Source: an optimization exercise on an open RTL-to-GDS flow (aim: small area, a short achievable clock period and few clock cycles per item). Production flows keep margins and buffers that such runs may drop. Only simulation tests tie the RTL to the original design; equivalence was not proved.

## flow/design.v

```verilog
package requant_pack_pkg;
  localparam int OUT_LANES = 4;
  localparam logic signed [31:0] INT32_MIN = 32'sh8000_0000;
  localparam logic signed [31:0] INT32_MAX = 32'sh7FFF_FFFF;
  localparam logic signed [63:0] NUDGE_POS = 64'sd1073741824;
  localparam logic signed [63:0] NUDGE_NEG = -64'sd1073741823;
  localparam logic signed [63:0] Q31_TRUNC = 64'sd2147483647;
  typedef struct packed {
    logic [31:0] multiplier;
    logic [5:0]  shift;
    logic [31:0] outOffset;
    logic [7:0]  actMin;
    logic [7:0]  actMax;
  } cfg_t;
  localparam cfg_t CFG_RESET = {32'h4000_0000, 6'd0, 32'd0, 8'h80, 8'h7F};
endpackage
module requant_core
(
  input  logic        clk,
  input  logic        reset,
  input  logic        i_en,
  input  logic        i_valid,
  input  logic [31:0] i_acc,
  input  logic [31:0] i_bias,
  input  logic        i_last,
  input  requant_pack_pkg::cfg_t i_cfg,
  output logic        o_valid,
  output logic        o_last,
  output logic [7:0]  o_data,
  output logic        o_busy
);
  logic [3:0]         r_valid;
  logic [3:0]         r_last;
  logic signed [31:0] r_x;
  logic signed [31:0] r_y;
  logic signed [31:0] r_z;
  logic [7:0]         r_q;
  logic signed [5:0]  w_shift;
  logic signed [31:0] w_mult;
  logic [31:0]        w_sum;
  logic [31:0]        w_x;
  logic signed [63:0] w_prod;
  logic signed [63:0] w_round;
  logic signed [63:0] w_trunc;
  logic signed [63:0] w_q31;
  logic signed [31:0] w_y;
  logic [5:0]         w_n;
  logic [63:0]        w_mask64;
  logic [31:0]        w_mask;
  logic [31:0]        w_rem;
  logic [31:0]        w_thr;
  logic signed [63:0] w_ext;
  logic signed [31:0] w_z;
  logic signed [31:0] w_off;
  logic signed [31:0] w_lo;
  logic signed [31:0] w_hi;
  logic signed [31:0] w_clampLo;
  logic signed [31:0] w_clamp;
  assign w_shift = $signed(i_cfg.shift);
  assign w_mult  = $signed(i_cfg.multiplier);
  assign w_sum = i_acc + i_bias;
  assign w_x   = (w_shift > 6'sd0) ? (w_sum << w_shift[4:0]) : w_sum;
  assign w_prod  = 64'(r_x) * 64'(w_mult);
  assign w_round = w_prod + ((w_prod >= 64'sd0) ? requant_pack_pkg::NUDGE_POS : requant_pack_pkg::NUDGE_NEG);
  assign w_trunc = (w_round < 64'sd0) ? (w_round + requant_pack_pkg::Q31_TRUNC) : w_round;
  assign w_q31   = w_trunc >>> 31;
  assign w_y     = (r_x == requant_pack_pkg::INT32_MIN && w_mult == requant_pack_pkg::INT32_MIN) ? requant_pack_pkg::INT32_MAX : w_q31[31:0];
  assign w_n      = 6'(-w_shift);
  assign w_mask64 = (64'd1 << w_n) - 64'd1;
  assign w_mask   = w_mask64[31:0];
  assign w_rem    = r_y & w_mask;
  assign w_thr    = {1'b0, w_mask[31:1]} + {31'd0, r_y[31]};
  assign w_ext    = 64'(r_y) >>> w_n;
  assign w_z      = (w_shift < 6'sd0) ? (w_ext[31:0] + {31'd0, (w_rem > w_thr)}) : r_y;
  assign w_off     = r_z + $signed(i_cfg.outOffset);
  assign w_lo      = 32'($signed(i_cfg.actMin));
  assign w_hi      = 32'($signed(i_cfg.actMax));
  assign w_clampLo = (w_off < w_lo) ? w_lo : w_off;
  assign w_clamp   = (w_clampLo > w_hi) ? w_hi : w_clampLo;
  always_ff @(posedge clk) begin
    if (!reset) begin
      r_valid <= '0;
      r_last  <= '0;
      r_x     <= '0;
      r_y     <= '0;
      r_z     <= '0;
      r_q     <= '0;
    end else if (i_en) begin
      r_valid <= {r_valid[2:0], i_valid};
      r_last  <= {r_last[2:0], i_valid & i_last};
      r_x     <= w_x;
      r_y     <= w_y;
      r_z     <= w_z;
      r_q     <= w_clamp[7:0];
    end
  end
  assign o_valid = r_valid[3];
  assign o_last  = r_last[3];
  assign o_data  = r_q;
  assign o_busy  = |r_valid;
endmodule
module requant_pack
#(
  parameter int OUT_LANES = requant_pack_pkg::OUT_LANES
) (
  input  logic               clk,
  input  logic               reset,
  input  logic               cfg_we,
  input  logic [31:0]        cfg_multiplier,
  input  logic [5:0]         cfg_shift,
  input  logic [31:0]        cfg_out_offset,
  input  logic [7:0]         cfg_act_min,
  input  logic [7:0]         cfg_act_max,
  input  logic               in_valid,
  output logic               in_ready,
  input  logic [31:0]        in_acc,
  input  logic [31:0]        in_bias,
  input  logic               in_last,
  output logic               out_valid,
  input  logic               out_ready,
  output logic [8*OUT_LANES-1:0] out_data,
  output logic [OUT_LANES-1:0]   out_keep,
  output logic               busy
);
  localparam int CNT_W = $clog2(OUT_LANES);
  requant_pack_pkg::cfg_t                   r_cfg;
  logic [CNT_W-1:0]       r_laneCnt;
  logic [8*OUT_LANES-1:0] r_data;
  logic [OUT_LANES-1:0]   r_keep;
  logic                   r_outValid;
  logic                   w_stall;
  logic                   w_accept;
  logic                   w_coreValid;
  logic                   w_coreLast;
  logic [7:0]             w_coreData;
  logic                   w_coreBusy;
  logic                   w_wordDone;
  logic [8*OUT_LANES-1:0] w_nextData;
  logic [OUT_LANES-1:0]   w_nextKeep;
  assign w_stall  = r_outValid && !out_ready;
  assign w_accept = in_valid && !w_stall;
  requant_core u_core (
    .clk     (clk),
    .reset   (reset),
    .i_en    (!w_stall),
    .i_valid (w_accept),
    .i_acc   (in_acc),
    .i_bias  (in_bias),
    .i_last  (in_last),
    .i_cfg   (r_cfg),
    .o_valid (w_coreValid),
    .o_last  (w_coreLast),
    .o_data  (w_coreData),
    .o_busy  (w_coreBusy)
  );
  assign busy = w_coreBusy || r_outValid || (r_laneCnt != '0);
  always_ff @(posedge clk) begin
    if (!reset) begin
      r_cfg <= requant_pack_pkg::CFG_RESET;
    end else if (cfg_we && !busy) begin
      r_cfg <= {cfg_multiplier, cfg_shift, cfg_out_offset, cfg_act_min, cfg_act_max};
    end
  end
  always_comb begin
    w_nextData = (r_laneCnt == '0) ? '0 : r_data;
    w_nextKeep = (r_laneCnt == '0) ? '0 : r_keep;
    for (int k = 0; k < OUT_LANES; k++) begin
      if (int'(r_laneCnt) == k) begin
        w_nextData[8*k +: 8] = w_coreData;
        w_nextKeep[k]        = 1'b1;
      end
    end
  end
  assign w_wordDone = w_coreLast || (int'(r_laneCnt) == OUT_LANES - 1);
  always_ff @(posedge clk) begin
    if (!reset) begin
      r_laneCnt  <= '0;
      r_data     <= '0;
      r_keep     <= '0;
      r_outValid <= 1'b0;
    end else if (!w_stall) begin
      if (w_coreValid) begin
        r_data     <= w_nextData;
        r_keep     <= w_nextKeep;
        r_outValid <= w_wordDone;
        r_laneCnt  <= w_wordDone ? '0 : r_laneCnt + 1'b1;
      end else begin
        r_outValid <= 1'b0;
      end
    end
  end
  assign in_ready  = !w_stall;
  assign out_valid = r_outValid;
  assign out_data  = r_data;
  assign out_keep  = r_keep;
endmodule
```

## flow/run.sh

```bash
#!/bin/bash
# synth_recipe.tcl (not shown) runs the flow's synth.tcl, then flattens the netlist and writes it again
# the make line also repeats each setting of config.mk as NAME=value (left out here)
make -C /OpenROAD-flow-scripts/flow DESIGN_CONFIG=/design/flow/config.mk WORK_HOME=/design/flow/orfs CLKGATE_MAP_FILE= SYNTH_SCRIPT=/design/flow/synth_recipe.tcl finish
```

## flow/config.mk

```make
export PLATFORM = sky130hd
export DESIGN_NAME = requant_pack
export DESIGN_NICKNAME = requant_pack
export VERILOG_FILES = /design/flow/design.v
export SDC_FILE = /design/flow/constraint.sdc
export NUM_CORES = 4
export LEC_CHECK = 0
export CAP_MARGIN = 20
export CORE_MARGIN = 2
export CORE_UTILIZATION = 40
export SLEW_MARGIN = 20
```

## flow/constraint.sdc

```tcl
create_clock -name core_clock -period 13.0 [get_ports {clk}]
set_input_delay 2.6000 -clock core_clock [delete_from_list [all_inputs] [get_ports {clk}]]
set_output_delay 2.6000 -clock core_clock [all_outputs]
set_load 0.01 [all_outputs]
```

==> flow_summary.toml <==
[grt]
track_usage_pct = 24.3
grt_pass1_vias = 51705
antenna_found_initial = 8
grt-ovfl-total = 0
grt_pass1_wl_um = 297000
grt_max_degree = 85

[final_layout]
drive_gt1_share_pct = 5.98
area_delta_synth_final_pct = 9.60
layout_commonest_cell = "inv_1"
layout_common_cells = "inv_1, fa_1, nand2_1"
fill_cells = 14819
nets = 8813

[synth]
syn-instance-count = 7171
synth_edf_count = 0
ys.flop_type = "dfxtp_1"
avgSynthCellArea_sq_um = 8.34
syn_nets = 8781
syn_area_sq_um = 59800
async_flop_share_pct = 0
synth_cell_types = 119
yosysWarnings = 2
synth-seq-area-share_pct = 7.93
synth-seq-cells = 237

[clock_network]
numCtsBuffers = 28
clock_latency_ns = 0.59
clockBufferDepth = 3
postCtsHoldBufs = 0
cts_htree_levels = 1
clock-sinks = 237
cts_root_buffer = "clkbuf_16"
cts_tree = "done"
clk_pin_slew_ns = 0.07

[timing]
fmax_mhz = 80.8
fin_ws_ns = 0.617
finalSetupTns_ns = 0
tightest_slew_ns = 1.12
fin_worst_skew_ns = 0.0201
period_share_pct = 95.3
period_minus_slack_ns = 12.38
setup-violations-final = 0
final_hold_viol_count = 0
relSlewSlack_pct = 24.7
rsz0062_at_grt = "no"
finalMaxSlewViolations = 0

[setup_path]
crit_arrival_ns = 12.89
worst_setup_path_start_kind = "flip-flop"
crit_family = "simple AND/OR/NAND/NOR gates"
max_stage_delay_ns = 0.60
cp_slowest_cell = "or4_1"
r2r_start = "r_cfg[72]$_SDFFE_PN0P_"
cp-end-kind = "flip-flop"
reg2reg_to = "u_core.r_y[29]$_SDFFE_PN0N_"
cp_common_cell = "fa_1"
crit_type = "flip-flop to flip-flop"
rrSetupSlack_ns = 0.62
critPathBufInv = 8
reg2reg_depth = 46
cp_max_fo = 29
cp.required_ns = 13.51

[route]
first_iter_violations = 3993
wl_met2_um = 86800
post-route-drc-count = 0
first_pass_iters = 6
wl_per_cell_um = 20.2
routed_wl_um = 185000
wl_met1_um = 83400
routed_via_density = 5.45
routed-wl-met3_um = 9520
antenna_left = 0
via_count = 49929
maxUsedRoutingLayer = "met5"

[die]
ioPinCount = 195
initial_utilization_pct = 40.4
core_area_sq_um = 148000
die_w_um = 391
rows = 141
die_area_sq_um = 153000
die_h_um = 391

[placed_design]
place_ws_ns = 0.186
io_buffers = 194
dp_hpwl_um = 153000
gp_congestion = 0.981

[min_path]
min_to = "r_data[25]$_SDFFE_PN0P_"
min_path_cells = 2
hold_class = "flip-flop to flip-flop"
hp-start = "r_data[25]$_SDFFE_PN0P_"

[outcome]
status = "complete, no violations"

[job]
max_cap_viol_count = 0
-- cell usage after synthesis, drive strengths merged, types with 19 or more instances --
cell / number / area share, %
inv: 1092 / 6.9
nand3: 115 / 0.97
and2: 558 / 5.8
fa: 1084 / 36
clkbuf: 378 / 2.4
nor4: 44 / 0.53
nor3: 85 / 0.72
and3: 28 / 0.29
a211oi: 51 / 0.68
dfxtp: 237 / 7.9
mux2: 22 / 0.41
mux2i: 73 / 1.2
a22oi: 24 / 0.32
nand2b: 46 / 0.48
mux4: 31 / 1.2
or2: 29 / 0.30
nand4: 53 / 0.55
o21bai: 29 / 0.37
or3: 30 / 0.31
o21a: 29 / 0.37
o211ai: 46 / 0.59
buf: 30 / 0.24
a21o: 85 / 1.1
nand2: 1046 / 6.6
o21ai: 231 / 1.9
xor2: 82 / 1.2
nor2b: 47 / 0.50
ha: 370 / 7.7
o31ai: 19 / 0.24
a31oi: 36 / 0.38
a21oi: 416 / 3.5
xnor2: 176 / 2.6
nor2: 320 / 2.0
-- sequential cells by signal (all words and copies together), names as in the netlist --
name	count
u_core.r_x	32
u_core.r_z	32
u_core.r_y	32
r_outValid	1
r_laneCnt	2
u_core.r_q	8
r_cfg	86
u_core.r_last	4
r_data	32
u_core.r_valid	4
r_keep	4
-- kinds of logic after synthesis --
family,after synthesis,synth area share [%]
flops,237,7.93
compound gates,1133,12.0
fa+ha+maj,1454,44.0
xor+xnor,259,3.81
buf+inv,1501,9.48
mux,126,2.80
simple gates,2461,20.0
-- worst max path at each step --
stage | start | cells after the start | endpoint | slack (ns)
global placement | u_core.r_x[18]$_SDFFE_PN0N_ | 43 | u_core.r_y[29]$_SDFFE_PN0N_ | 0.35
finish | r_cfg[72]$_SDFFE_PN0P_ | 46 | u_core.r_y[29]$_SDFFE_PN0N_ | 0.62
detailed placement | u_core.r_x[11]$_SDFFE_PN0N_ | 45 | u_core.r_y[31]$_SDFFE_PN0N_ | 0.19
floorplan | r_cfg[56]$_SDFFE_PN0P_ | 48 | u_core.r_y[29]$_SDFFE_PN0N_ | 0.12
CTS | u_core.r_x[11]$_SDFFE_PN0N_ | 45 | u_core.r_y[29]$_SDFFE_PN0N_ | 0.14
global route | u_core.r_x[31]$_SDFFE_PN0N_ | 47 | u_core.r_y[29]$_SDFFE_PN0N_ | 0.007
-- routing by layer --
layer,global-route usage [%],up-vias
met1,34.3,25455
met2,40.3,1322
met5,0,-
li1,-,22948
met3,2.55,202
met4,5.46,2
-- repair_timing --
action,in CTS,in global routing
hold endpoints to repair,0,0
gates resized for setup,0,40
buffers inserted,0,2
endpoints found under the setup margin,0,14
-- through the flow --
stage	cell area, sq um	util (%)	std cells	hold WS (ns)
floorplan	59800	-	7171	0.432
global placement	64500	43.5	9101	0.439
detailed placement	64500	43.5	9101	0.446
CTS	65400	44.2	9152	0.454
global route	65600	44.2	9156	0.475
finish	65600	44.2	9156	0.453
-- final cells by class --
cell class / instances / area, sq um / area share (%)
Clock buffer: 37 / 796 / 1.21
Inverter: 1093 / 4120 / 6.28
Sequential cell: 237 / 4780 / 7.29
Antenna cell: 2 / 5.00 / 0.00763
Multi-Input combinational cell: 5433 / 49500 / 75.5
Timing Repair Buffer: 410 / 3820 / 5.83
Tap cell: 1930 / 2410 / 3.68
Clock inverter: 14 / 118 / 0.179
-- worst min-delay path: stages, from the launching register on --
cell and delay [ns]:
dfxtp_1 0.31, nand2_1 0.05, a21oi_1 0.05
Testbench counts, summed over its fixed seeds: cycles 8,466, items 8,178.

## port drivers added, routing unchanged
No port has a modelled driver above. Below, the same layout with a new extraction and two added sets of constraints.
Step 1, drivers: a clkbuf_16 drives clk and a buf_2 each remaining input, both assumed.
Step 2 adds t to the input delays and takes it off the output delays; t is the mean of the earliest and latest rising clock arrival at the registers after step 1. Input paths then give back, and output paths get back, about the clock's delay inside the block.
Slacks: ideal ports / drivers / drivers and shift; pairs: ideal ports / drivers.
shift t [ns]: 0.640
setup slack, ns: 0.617 / 0.617 / 0.617
worst setup path at the end: register to register
worst slew at a driven data input, ns: 0.20
After both steps this run still meets setup and hold. The setup slack of this run moves by 0.000 ns with the drivers and by 0.000 ns with both steps.
